What follows belongs to an exercise in optimizing a design on an open flow for a short achievable clock period and few clock cycles; a production flow would make more cautious choices. Function was checked by simulation only, so behaviour that the tests miss may differ from the original. Power figures rest on the tool's default switching activity, not on a simulated workload.

[flow/run.sh]
#!/bin/bash
# synth_recipe.tcl (not shown) runs the flow's synth.tcl, then flattens the netlist and writes it again
# the make line also repeats each setting of config.mk as NAME=value (left out here)
make -C /OpenROAD-flow-scripts/flow DESIGN_CONFIG=/design/flow/config.mk WORK_HOME=/design/flow/orfs CLKGATE_MAP_FILE= SYNTH_SCRIPT=/design/flow/synth_recipe.tcl finish
[flow/constraint.sdc]
create_clock -name core_clock -period 7.0 [get_ports {clk}]
set_input_delay 1.4000 -clock core_clock [delete_from_list [all_inputs] [get_ports {clk}]]
set_output_delay 1.4000 -clock core_clock [all_outputs]
set_load 0.01 [all_outputs]
[flow/design.v]
`timescale 1ns/1ns
package rv_pkg;
    localparam int XLEN        = 32;
    localparam int REG_ADDR_W  = 5;
    localparam int DMEM_WORDS  = 64;
    localparam int DMEM_ADDR_W = $clog2(DMEM_WORDS);
    typedef logic [XLEN-1:0]       word_t;
    typedef logic [REG_ADDR_W-1:0] reg_addr_t;
    typedef enum logic [6:0] {
        OP_REG    = 7'b0110011,
        OP_IMM    = 7'b0010011,
        OP_LOAD   = 7'b0000011,
        OP_STORE  = 7'b0100011,
        OP_BRANCH = 7'b1100011
    } opcode_e;
    typedef enum logic [3:0] {
        ALU_ADD = 4'd0,
        ALU_SUB = 4'd1,
        ALU_AND = 4'd2,
        ALU_OR  = 4'd3,
        ALU_XOR = 4'd4,
        ALU_SLT = 4'd5,
        ALU_SLL = 4'd6,
        ALU_SRL = 4'd7
    } alu_op_e;
    localparam word_t NOP_INSTR = 32'h0000_0013;
endpackage
`timescale 1ns/1ns
`timescale 1ns/1ns
`timescale 1ns/1ns
module ks_add32 (
    input  logic [31:0] a,
    input  logic [31:0] b,
    input  logic        cin,
    output logic [31:0] s,
    output logic        c31
);
    logic [31:0] g [0:5];
    logic [31:0] p [0:5];
    logic [32:0] c;
    always_comb begin
        g[0] = a & b;
        p[0] = a ^ b;
        g[0][0] = (a[0] & b[0]) | ((a[0] ^ b[0]) & cin);
        for (int l = 1; l <= 5; l++) begin
            for (int i = 0; i < 32; i++) begin
                if (i >= (1 << (l - 1))) begin
                    g[l][i] = g[l-1][i] | (p[l-1][i] & g[l-1][i - (1 << (l - 1))]);
                    p[l][i] = p[l-1][i] & p[l-1][i - (1 << (l - 1))];
                end else begin
                    g[l][i] = g[l-1][i];
                    p[l][i] = p[l-1][i];
                end
            end
        end
        c[0] = cin;
        for (int i = 1; i <= 32; i++) c[i] = g[5][i-1];
        s   = p[0] ^ c[31:0];
        c31 = c[31];
    end
endmodule
module eq32 (
    input  logic [31:0] a,
    input  logic [31:0] b,
    output logic        eq
);
    assign eq = ~|(a ^ b);
endmodule
module zero_sum32 (
    input  logic [31:0] a,
    input  logic [31:0] b,
    input  logic        cin,
    output logic        z
);
    logic [31:0] t;
    logic [31:0] o;
    assign t = a ^ b;
    assign o = a | b;
    assign z = (t[0] == cin) && &(t[31:1] ~^ o[30:0]);
endmodule
module ks_gp32 (
    input  logic [31:0] g,
    input  logic [31:0] p,
    input  logic        cin,
    output logic [31:0] s,
    output logic        c31
);
    logic [31:0] gl [0:5];
    logic [31:0] pl [0:5];
    logic [32:0] c;
    always_comb begin
        gl[0] = g;
        pl[0] = p;
        gl[0][0] = g[0] | (p[0] & cin);
        for (int l = 1; l <= 5; l++) begin
            for (int i = 0; i < 32; i++) begin
                if (i >= (1 << (l - 1))) begin
                    gl[l][i] = gl[l-1][i] | (pl[l-1][i] & gl[l-1][i - (1 << (l - 1))]);
                    pl[l][i] = pl[l-1][i] & pl[l-1][i - (1 << (l - 1))];
                end else begin
                    gl[l][i] = gl[l-1][i];
                    pl[l][i] = pl[l-1][i];
                end
            end
        end
        c[0] = cin;
        for (int i = 1; i <= 32; i++) c[i] = gl[5][i-1];
        s   = p ^ c[31:0];
        c31 = c[31];
    end
endmodule
module zero_gp32 (
    input  logic [31:0] g,
    input  logic [31:0] p,
    input  logic        cin,
    output logic        z
);
    logic [31:0] o;
    assign o = g | p;
    assign z = (p[0] == cin) && &(p[31:1] ~^ o[30:0]);
endmodule
`timescale 1ns/1ns
`timescale 1ns/1ns
module rv_core (
    input  logic              clk,
    input  logic              reset,
    output rv_pkg::word_t     instr_addr,
    input  rv_pkg::word_t     instr_data,
    output logic              wb_valid,
    output rv_pkg::reg_addr_t wb_rd,
    output rv_pkg::word_t     wb_data
);
    logic [9:0] pc;
    logic        res_valid;
    logic [4:0]  res_rd;
    logic [31:1] res_oh;     
    logic [31:0] res_data;
    logic        out_valid;
    logic [4:0]  out_rd;
    logic [31:0] out_data;
    logic [31:0] regs [1:31];
    logic [31:1] zflag;
    logic        res_kz;
    logic [31:0] dmem [64];
    logic        ex_we;
    logic        ex_store;
    logic        ex_branch;
    logic        ex_load;
    logic [4:0]  ex_rd;
    logic [31:0] ex_a;
    logic [31:0] ex_b;
    logic        ex_fa;
    logic        ex_fb;
    logic [63:0] ex_sel;
    logic        ex_add;
    logic        ex_sub;
    logic        ex_neg;
    logic        ex_slt;
    logic        ex_sll;
    logic        ex_srl;
    logic        ex_xor;
    logic        ex_or;
    logic        ex_and;
    logic        ex_bne;
    logic [31:0] ex_g;
    logic [31:0] ex_p;
    logic        ex_zk;
    logic        ex_kill;
    logic        ex_wv;
    logic        ex_pred;
    logic [9:0]  ex_seq;
    logic [9:0]  ex_tgt;
    logic [9:0]  alt_pc;
    assign instr_addr = {20'd0, pc, 2'b00};
    assign wb_valid   = out_valid;
    assign wb_rd      = out_rd;
    assign wb_data    = out_data;
    logic [6:0]  opcode;
    logic [4:0]  rd;
    logic [4:0]  rs1;
    logic [4:0]  rs2;
    logic [2:0]  f3;
    logic        is_reg;
    logic        is_imm;
    logic        is_load;
    logic        is_store;
    logic        is_branch;
    logic [31:0] imm_i;
    logic [31:0] imm_s;
    logic [9:0]  br_off;
    logic [31:0] rv1;
    logic [31:0] rv2;
    logic        fwd1;
    logic        fwd2;
    logic        stall;
    logic        pred;
    logic [9:0]  pc_seq;
    logic [9:0]  pc_tgt;
    logic [7:0]  mimm;
    logic [5:0]  ma;
    logic [5:0]  mb;
    logic        mcin;
    logic [5:0]  mt;
    logic [5:0]  mg;
    logic [5:0]  mp;
    logic [63:0] msel;
    logic        sub_op;
    assign opcode    = instr_data[6:0];
    assign rd        = instr_data[11:7];
    assign f3        = instr_data[14:12];
    assign rs1       = instr_data[19:15];
    assign rs2       = instr_data[24:20];
    assign is_reg    = opcode == 7'b0110011;
    assign is_imm    = opcode == 7'b0010011;
    assign is_load   = opcode == 7'b0000011;
    assign is_store  = opcode == 7'b0100011;
    assign is_branch = opcode == 7'b1100011;
    assign imm_i     = {{20{instr_data[31]}}, instr_data[31:20]};
    assign imm_s     = {{20{instr_data[31]}}, instr_data[31:25], instr_data[11:7]};
    assign br_off    = {instr_data[7], instr_data[30:25], instr_data[11:9]};
    logic [31:0] regs_rd [32];
    always_comb begin
        regs_rd[0] = '0;
        for (int r = 1; r < 32; r++) regs_rd[r] = regs[r];
    end
    assign rv1 = (res_valid && res_rd == rs1) ? res_data : regs_rd[rs1];
    assign rv2 = (res_valid && res_rd == rs2) ? res_data : regs_rd[rs2];
    assign ex_wv = ex_we && !ex_kill;
    assign fwd1  = ex_wv && ex_rd == rs1;
    assign fwd2  = ex_wv && ex_rd == rs2;
    logic is_addop;
    assign is_addop = (is_reg || is_imm) && (f3 == 3'b000 || f3 == 3'b010 || f3 == 3'b011);
    assign stall    = ((is_load || is_store) && fwd1) || (is_addop && (fwd1 || (is_reg && fwd2)));
    assign mimm     = is_store ? imm_s[7:0] : imm_i[7:0];
    logic [63:0] s0;
    assign ma   = rv1[7:2];
    assign mb   = mimm[7:2];
    assign mcin = (rv1[1] & mimm[1]) | ((rv1[1] | mimm[1]) & rv1[0] & mimm[0]);
    assign mt   = ma ^ mb;
    assign mg   = ma & mb;
    assign mp   = ma | mb;
    always_comb begin
        for (int w = 0; w < 64; w++) begin
            logic [5:0] kw;
            logic [5:0] cneed;
            logic [5:0] cgen;
            kw    = 6'(w);
            cneed = mt ^ kw;
            cgen[0] = 1'b0;
            for (int i = 1; i < 6; i++) cgen[i] = kw[i-1] ? mg[i-1] : mp[i-1];
            s0[w] = &(cneed ~^ cgen);
        end
        for (int w = 0; w < 64; w++) begin
            msel[w] = mcin ? s0[(w + 63) % 64] : s0[w];
        end
    end
    logic        res_zero;
    logic [31:0] zk;
    logic        ex_kz;
    logic        z1;
    logic        z2;
    logic        pred_eq;
    assign res_zero = ~|res_data;
    assign ex_kz    = ex_zk && ex_zero;
    always_comb begin
        zk[0] = 1'b1;
        for (int r = 1; r < 32; r++) begin
            if (res_valid && res_oh[r]) begin
                zk[r] = res_kz;
            end else begin
                zk[r] = zflag[r];
            end
        end
    end
    assign z1 = fwd1 ? ex_kz : zk[rs1];
    assign z2 = fwd2 ? ex_kz : zk[rs2];
    assign pred_eq = (rs1 == rs2) || (z1 && z2);
    assign pred    = is_branch && (pred_eq != f3[0]);
    assign pc_seq = pc + 10'd1;
    logic [31:0] add_b;
    assign add_b = ((is_imm || is_load) ? imm_i : rv2) ^ {32{sub_op}};
    assign pc_tgt = pc + br_off;
    assign sub_op = (is_reg || is_imm) && ((is_reg && f3 == 3'b000 && instr_data[30]) || f3 == 3'b010);
    logic [31:0] op_a;
    logic [31:0] op_b;
    logic [31:0] sum;
    logic        lt;
    logic [31:0] sll_r;
    logic [31:0] srl_r;
    logic [31:0] ld_data;
    logic [31:0] result;
    logic        taken;
    logic        mispredict;
    assign op_a = ex_fa ? res_data : ex_a;
    assign op_b = ex_fb ? res_data : ex_b;
    logic        c31;
    ks_gp32 i_add (.g(ex_g), .p(ex_p), .cin(ex_neg), .s(sum), .c31(c31));
    logic        ex_zero;
    zero_gp32 i_zero (.g(ex_g), .p(ex_p), .cin(ex_neg), .z(ex_zero));
    assign lt    = (ex_a[31] ^ ex_b[31]) ? ex_a[31] : sum[31];
    assign sll_r = op_a << op_b[4:0];
    assign srl_r = op_a >> op_b[4:0];
    logic [31:0] dm_rd;
    logic        equal;
    always_comb begin
        dm_rd = '0;
        for (int w = 0; w < 64; w++) dm_rd = dm_rd | ({32{ex_sel[w]}} & dmem[w]);
    end
    assign ld_data = dm_rd;
    logic [31:0] other;
    assign other  = ({32{ex_sll}} & sll_r)
                  | ({32{ex_srl}} & srl_r)
                  | ({32{ex_xor}} & (op_a ^ op_b))
                  | ({32{ex_or}}  & (op_a | op_b))
                  | ({32{ex_and}} & (op_a & op_b));
    assign result = ex_load ? ld_data
                  : (({32{ex_add | ex_sub}} & sum) | ({32{ex_slt}} & {31'd0, lt}) | other);
    logic eq_ab;
    logic eq_ar;
    logic eq_rb;
    eq32 i_eq_ab (.a(ex_a),     .b(ex_b),     .eq(eq_ab));
    eq32 i_eq_ar (.a(ex_a),     .b(res_data), .eq(eq_ar));
    eq32 i_eq_rb (.a(res_data), .b(ex_b),     .eq(eq_rb));
    always_comb begin
        case ({ex_fa, ex_fb})
            2'b00:   equal = eq_ab;
            2'b01:   equal = eq_ar;
            2'b10:   equal = eq_rb;
            default: equal = 1'b1;
        endcase
    end
    assign taken      = equal ^ ex_bne;
    assign alt_pc     = ex_pred ? ex_seq : ex_tgt;
    assign mispredict = ex_branch && !ex_kill && (taken != ex_pred);
    logic sel_alt;
    logic sel_tgt;
    logic sel_hold;
    logic sel_seq;
    assign sel_alt  = !reset && mispredict;
    assign sel_tgt  = !reset && !mispredict && pred;
    assign sel_hold = !reset && !mispredict && stall;
    assign sel_seq  = !reset && !mispredict && !pred && !stall;
    always_ff @(posedge clk) begin
        pc <= ({10{sel_alt}} & alt_pc) | ({10{sel_tgt}} & pc_tgt)
            | ({10{sel_hold}} & pc) | ({10{sel_seq}} & pc_seq);
    end
    always_ff @(posedge clk) begin
        ex_kill <= mispredict;
    end
    always_ff @(posedge clk) begin
        if (reset || stall) begin
            ex_we     <= 1'b0;
            ex_store  <= 1'b0;
            ex_branch <= 1'b0;
        end else begin
            ex_we     <= (is_reg || is_imm || is_load) && rd != 5'd0;
            ex_store  <= is_store;
            ex_branch <= is_branch;
        end
    end
    always_ff @(posedge clk) begin
        ex_rd     <= rd;
        ex_a      <= rv1;
        ex_b      <= (is_imm || is_load) ? imm_i : rv2;
        ex_fa     <= fwd1;
        ex_fb     <= fwd2 && !(is_imm || is_load);
        ex_sel    <= msel;
        ex_load   <= is_load;
        ex_add    <= (is_reg || is_imm) && (f3 == 3'b011 || (f3 == 3'b000 && !(is_reg && instr_data[30])));
        ex_sub    <= is_reg && f3 == 3'b000 && instr_data[30];
        ex_neg    <= sub_op;
        ex_slt    <= (is_reg || is_imm) && f3 == 3'b010;
        ex_sll    <= (is_reg || is_imm) && f3 == 3'b001;
        ex_srl    <= (is_reg || is_imm) && f3 == 3'b101;
        ex_xor    <= (is_reg || is_imm) && f3 == 3'b100;
        ex_or     <= (is_reg || is_imm) && f3 == 3'b110;
        ex_and    <= (is_reg || is_imm) && f3 == 3'b111;
        ex_bne    <= f3[0];
        ex_zk     <= (is_reg || is_imm) && (f3 == 3'b000 || f3 == 3'b011);
        ex_g      <= rv1 & add_b;
        ex_p      <= rv1 ^ add_b;
        ex_pred   <= pred;
        ex_seq    <= pc_seq;
        ex_tgt    <= pc_tgt;
    end
    always_ff @(posedge clk) begin
        if (reset) begin
            out_valid <= 1'b0;
        end else begin
            out_valid <= ex_wv;
        end
    end
    always_ff @(posedge clk) begin
        res_valid <= ex_wv;
        res_kz    <= ex_kz;
    end
    always_ff @(posedge clk) begin
        if (ex_wv) begin
            res_rd   <= ex_rd;
            res_data <= result;
            for (int r = 1; r < 32; r++) res_oh[r] <= ex_rd == 5'(r);
        end
    end
    always_ff @(posedge clk) begin
        out_rd   <= ex_rd;
        out_data <= result;
    end
    logic reset_q;
    always_ff @(posedge clk) begin
        reset_q <= reset;
    end
    always_ff @(posedge clk) begin
        if (reset_q) begin
            for (int i = 1; i < 32; i++) regs[i] <= '0;
            zflag <= '1;
        end else if (res_valid) begin
            for (int r = 1; r < 32; r++) begin
                if (res_oh[r]) begin
                    regs[r]  <= res_data;
                    zflag[r] <= res_zero;
                end
            end
        end
    end
    always_ff @(posedge clk) begin
        if (reset_q) begin
            for (int i = 0; i < 64; i++) dmem[i] <= '0;
        end else if (ex_store && !ex_kill) begin
            for (int i = 0; i < 64; i++) begin
                if (ex_sel[i]) dmem[i] <= op_b;
            end
        end
    end
endmodule
[flow/config.mk]
export PLATFORM = sky130hd
export DESIGN_NAME = rv_core
export DESIGN_NICKNAME = rv_core
export VERILOG_FILES = /design/flow/design.v
export SDC_FILE = /design/flow/constraint.sdc
export NUM_CORES = 4
export LEC_CHECK = 0
export ABC_CLOCK_PERIOD_IN_PS = 3000
export CAP_MARGIN = 30
export CORE_MARGIN = 2
export CORE_UTILIZATION = 40
export SETUP_SLACK_MARGIN = 4.0
export SLEW_MARGIN = 30
==> impl.org <==
** Cells and area
- Leaving out fill and tap cells, the most frequent cell in the layout is sky130_fd_sc_hd__dfxtp_1.
- Cells fill 50.4% of the core in the end.
- In the layout the commonest cells are sky130_fd_sc_hd__dfxtp_1, sky130_fd_sc_hd__nand2_1, sky130_fd_sc_hd__nor2_1.
- Across the whole layout, storage elements account for 69,600 um^2.
- After filler insertion, the fill cell instance count of the layout stands at 33,579.
- Number of nets in the layout :: 17,734
- In the final layout, the multi-input gates occupy 77,500 um^2.
- Compared with the post-synthesis result, the final layout area differs by 25.5%.
- Share of cells above drive strength 1 :: 18.6%

** Placement
- I/O Buffers :: 81
- Last weighted congestion value of the routability-driven placer :: 1.08
- Post-detailed-placement half-perimeter wirelength :: 488,000 um

** Clocking
- Buffers inserted during clock tree synthesis total 370.
- TritonCTS built the clock tree.
- CTS Root Buffer Type :: sky130_fd_sc_hd__clkbuf_16
- CTS H-tree lvls :: 5
- Worst-Skew Late Latency :: 1.07 ns
- Clock-pin slew was measured on the worst setup and hold paths at 0.06 ns.
- Hold repair after CTS inserted 0 buffers.
- Max Buffers Root-to-Sink :: 4
- CTS saw 3,425 sinks.

** Pwr
- Total power density per cell area :: 227 nW/um^2
- For this design the static power due to leakage is between 60 and 70 nW.
- Worst VDD drop :: between 0.0002 and 0.00025 V

** Global routing
- The number of antenna violations at the first check in global routing came to 56.
- Via count of the first global-routing pass :: ~140k
- Wire length of the first global-routing pass :: 1,170,000 um
- Total GRT Usage :: about 45%
- Total gr overflow :: 0
- Entering global routing, the biggest net connects 214 pins.

** Critical path
- In this run the worst path has a maximum fanout of 5.
- Minimum setup slack among reg-to-reg paths :: 3.38 ns
- The critical path in this run is classified as flip-flop to flip-flop.
- Critical-path cell with the highest stage delay :: sky130_fd_sc_hd__o211ai_1
- End of the worst register-to-register path :: pc[0]
- Data required time of the worst path :: 7.91 ns
- CP Launch Type :: flip-flop
- Stage delay of the slowest cell on the critical path :: 0.86 ns
- The critical path starts at res_data[31].
- The critical path contains buffers and inverters numbering 3 combined.
- Number of cells on the worst reg-to-reg path :: 12
- Critical Path, Cell by Cell :: buf_12 -> xnor2_4 -> nand4_1 -> nor4_1 -> a21oi_1 -> o211ai_1 -> mux2i_2 -> buf_4 -> nor3b_4 -> buf_6 -> mux2_4 -> a211o_1
- STA classifies the critical path endpoint as a flip-flop.
- Crit path DAT :: 4.53 ns
- Grouping stages by cell kind, the critical path spends the most delay in compound AO/OA/AOI/OAI gates.
- The startpoint identified for the worst register-to-register timing path is res_data[31].

** STA
- Final period util :: 51.7%
- The total count of max-transition violations in the final report is 0.
- In the final timing run, aggregate negative setup slack is 0 ns.
- Final hold analysis gives a worst-case slack of 0.471 ns.
- Count of final setup violators :: 0
- Unrepaired setup endpoints after global routing :: true
- Final-report hold violation count :: 0
- For the pin with the worst max-slew slack, the measured transition is 1.24 ns.
- Post-route clock skew :: 0.101 ns
- Post-layout min period :: 3.62 ns
- For this run, the top clock speed supported by timing is 276 MHz.
- The worst pin sits at a relative slew slack of 17.5%.

** Yosys
- The synthesized design contains 3,425 register bits.
- By area the synthesized netlist is led by sky130_fd_sc_hd__dfxtp_1, sky130_fd_sc_hd__a211oi_1, sky130_fd_sc_hd__a22oi_1.
- Warnings from Yosys :: 7
- The share of synthesized area in the top cell type comes to 45.7%.
- Distinct cells, synth :: 92
- The mapped netlist covers 147,000 um^2.
- Register area share after synthesis :: 47.1%
- Number of cells produced by synthesis :: ~18,000
- After synthesis, the share of flip-flops with an asynchronous set or reset is 0%.
- Post-synth EDFFs :: 68
- Of all cell types, the one taking the most synthesized area is sky130_fd_sc_hd__dfxtp_1.
- Top flip-flop cell by instance count after synthesis :: sky130_fd_sc_hd__dfxtp_1
- Each instance of the synthesized netlist takes up on average between 8 and 9 um^2.

** Run status
- Outcome :: no timing/DRC/antenna violations

** Worst hold path
- The startpoint identified for the worst hold timing path is zflag[25].
- Number of stages on the worst hold path :: 2
- For hold timing, the worst endpoint is zflag[25].
- Class of the tightest hold or removal check :: flip-flop to flip-flop

** Drt
- Vias :: about 160k
- In the final routed layout, each cell accounts on average for 39.2 um.
- Remaining number of nets flagged by the antenna check after routing :: 0
- The final layout contains routed wiring with a total length of 893,000 um.
- Detailed Route Iter0 Violations :: 30,520
- The first TritonRoute pass finished after 14 iterations.
- DRC violation count after routing :: 0
- Post-detailed-route via-to-cell ratio :: 6.99

** Floorplanning
- The die covers 372,000 um^2.
- Row generation in the floorplan step produced roughly 220 rows.
- Die span in x :: 610 um
- Area of the core region :: 366,000 um^2
- In this run the count of I/O pins placed on the die edge is 104.
- Effective utilization at floorplan :: around 40%
- In this run the vertical extent of the chip is 610 um.

** Job
- The tool flagged a number of max-cap violations equal to 0.
[worst reg2reg max path, cell delays in order (launching register included)]
cell	delay, ns
sky130_fd_sc_hd__edfxtp_1	0.43
sky130_fd_sc_hd__buf_12	0.17
sky130_fd_sc_hd__xnor2_4	0.26
sky130_fd_sc_hd__nand4_1	0.20
sky130_fd_sc_hd__nor4_1	0.28
sky130_fd_sc_hd__a21oi_1	0.12
sky130_fd_sc_hd__o211ai_1	0.86
sky130_fd_sc_hd__mux2i_2	0.34
sky130_fd_sc_hd__buf_4	0.18
sky130_fd_sc_hd__nor3b_4	0.05
sky130_fd_sc_hd__buf_6	0.15
sky130_fd_sc_hd__mux2_4	0.25
sky130_fd_sc_hd__a211o_1	0.23
[cells by family after synthesis]
family,Yosys count,synth area share (%)
multiplexers,200,1.43
AO/OA/AOI/OAI,5650,27.2
other,1,0.00255
buffers and inverters,2064,5.39
flip-flops,3425,47.1
AND/OR/NAND/NOR,5898,16.4
XOR/XNOR,228,1.39
adder cells (fa/ha/maj),119,1.02
[final cells by class]
cell class                 instances  area share, %
timing repair inverter             2        0.00814
antenna                           56         0.0760
multi-input combinational      12136           42.0
inverter                         115          0.263
clock buffer                     560           6.08
clock inverter                   109          0.673
timing repair buffer            1531           9.89
tap                             4816           3.27
sequential                      3425           37.7
[sequential cells by signal (all words and copies together), names as in the netlist, 5 cells and up]
| signal | cells |
|---|---|
| dmem | 2048 |
| regs | 992 |
| ex_sel | 64 |
| ex_a | 32 |
| ex_b | 32 |
| ex_p | 32 |
| out_data | 32 |
| res_data | 32 |
| ex_g | 31 |
| res_oh | 31 |
| zflag | 31 |
| ex_seq | 10 |
| ex_tgt | 10 |
| pc | 10 |
| ex_rd | 5 |
| out_rd | 5 |
| res_rd | 5 |
[layer usage]
metal,track usage [%],routed length [um]
met1,52.2,296000
met4,41.2,110000
met5,1.25,1080
met3,18.2,141000
met2,62.0,344000
[power breakdown]
group	switching (mW)	internal [mW]	leakage (nW)
registers	0.132	19.6	27.7
clock network	8.83	11.7	6.13
logic	1.26	0.498	27.2
[what timing repair did]
| action | in CTS | in global routing |
|---|---|---|
| resized for setup | 1406 | 742 |
| gates cloned | 59 | 31 |
| endpoints found under the hold margin | 0 | 0 |
| setup endpoints to repair | 1477 | 695 |
| pin swaps | 349 | 394 |
| setup buffers | 554 | 285 |
[synthesized netlist by cell type, drive strengths merged, types with 17 or more instances]
cell     instances
a221o           25
inv            114
o21ai          144
mux2i          178
nor3           153
a21o            34
nand4          267
nand3          152
a21oi         1210
o211ai          23
nor2b           23
and3            20
and2           104
edfxtp          68
a22o           242
nor4            94
ha             118
nand2         2582
nor2          2409
dfxtp         3357
a22oi         1402
buf            407
a31oi           17
a222oi          75
xor2            88
a221oi         242
clkbuf        1542
nand2b          25
a2111oi         19
xnor2          140
a211oi        2101
[stage by stage]
step                std cells  instance area, um^2  worst slack (ns)  power [mW]
global placement        21080               153000             0.617        21.3
detailed placement      21093               153000             0.712        21.3
floorplan               17606               149000              2.88        20.8
global route            22701               184000              3.32        42.6
CTS                     22375               178000              3.53        41.5
finish                  22750               184000              3.38        41.9
[how the worst max path moves through the flow]
stage | to | slack, ns | cells after the start
after detailed placement | ex_sel[40] | 0.71 | 15
after CTS | res_data[24] | 3.53 | 14
after global routing | pc[0] | 3.32 | 12
after floorplan | ex_sel[40] | 2.88 | 18
final | pc[0] | 3.38 | 12
after global placement | ex_sel[0] | 0.62 | 15
Testbench counts, summed over its fixed seeds: cycles 15,694.

separate check: timing with driven ports:
In the flow no input, the clock included, has a driving cell. The finished layout below was timed again as built, in two steps. Step 1: set_driving_cell puts a clkbuf_16 on clk and a buf_2 on each other input, an assumption about the parent block. Step 2 moves the port delays by t, midway between the first and last clock arrival at a register: inputs arrive t later, outputs are due t later. That takes back most of the time a late clock gives input paths. a / b / c = no drivers / after step 1 / after step 2; a / b = the first two.
t, ns: 1.145
setup WS [ns]: 3.382 / 3.269 / 2.124
worst setup path at the end: input to register
cell pins on the clock port's net: 1
After both steps setup and hold are still met in this run. The setup slack of this run moves by -0.113 ns with the drivers and by -1.258 ns with both steps.
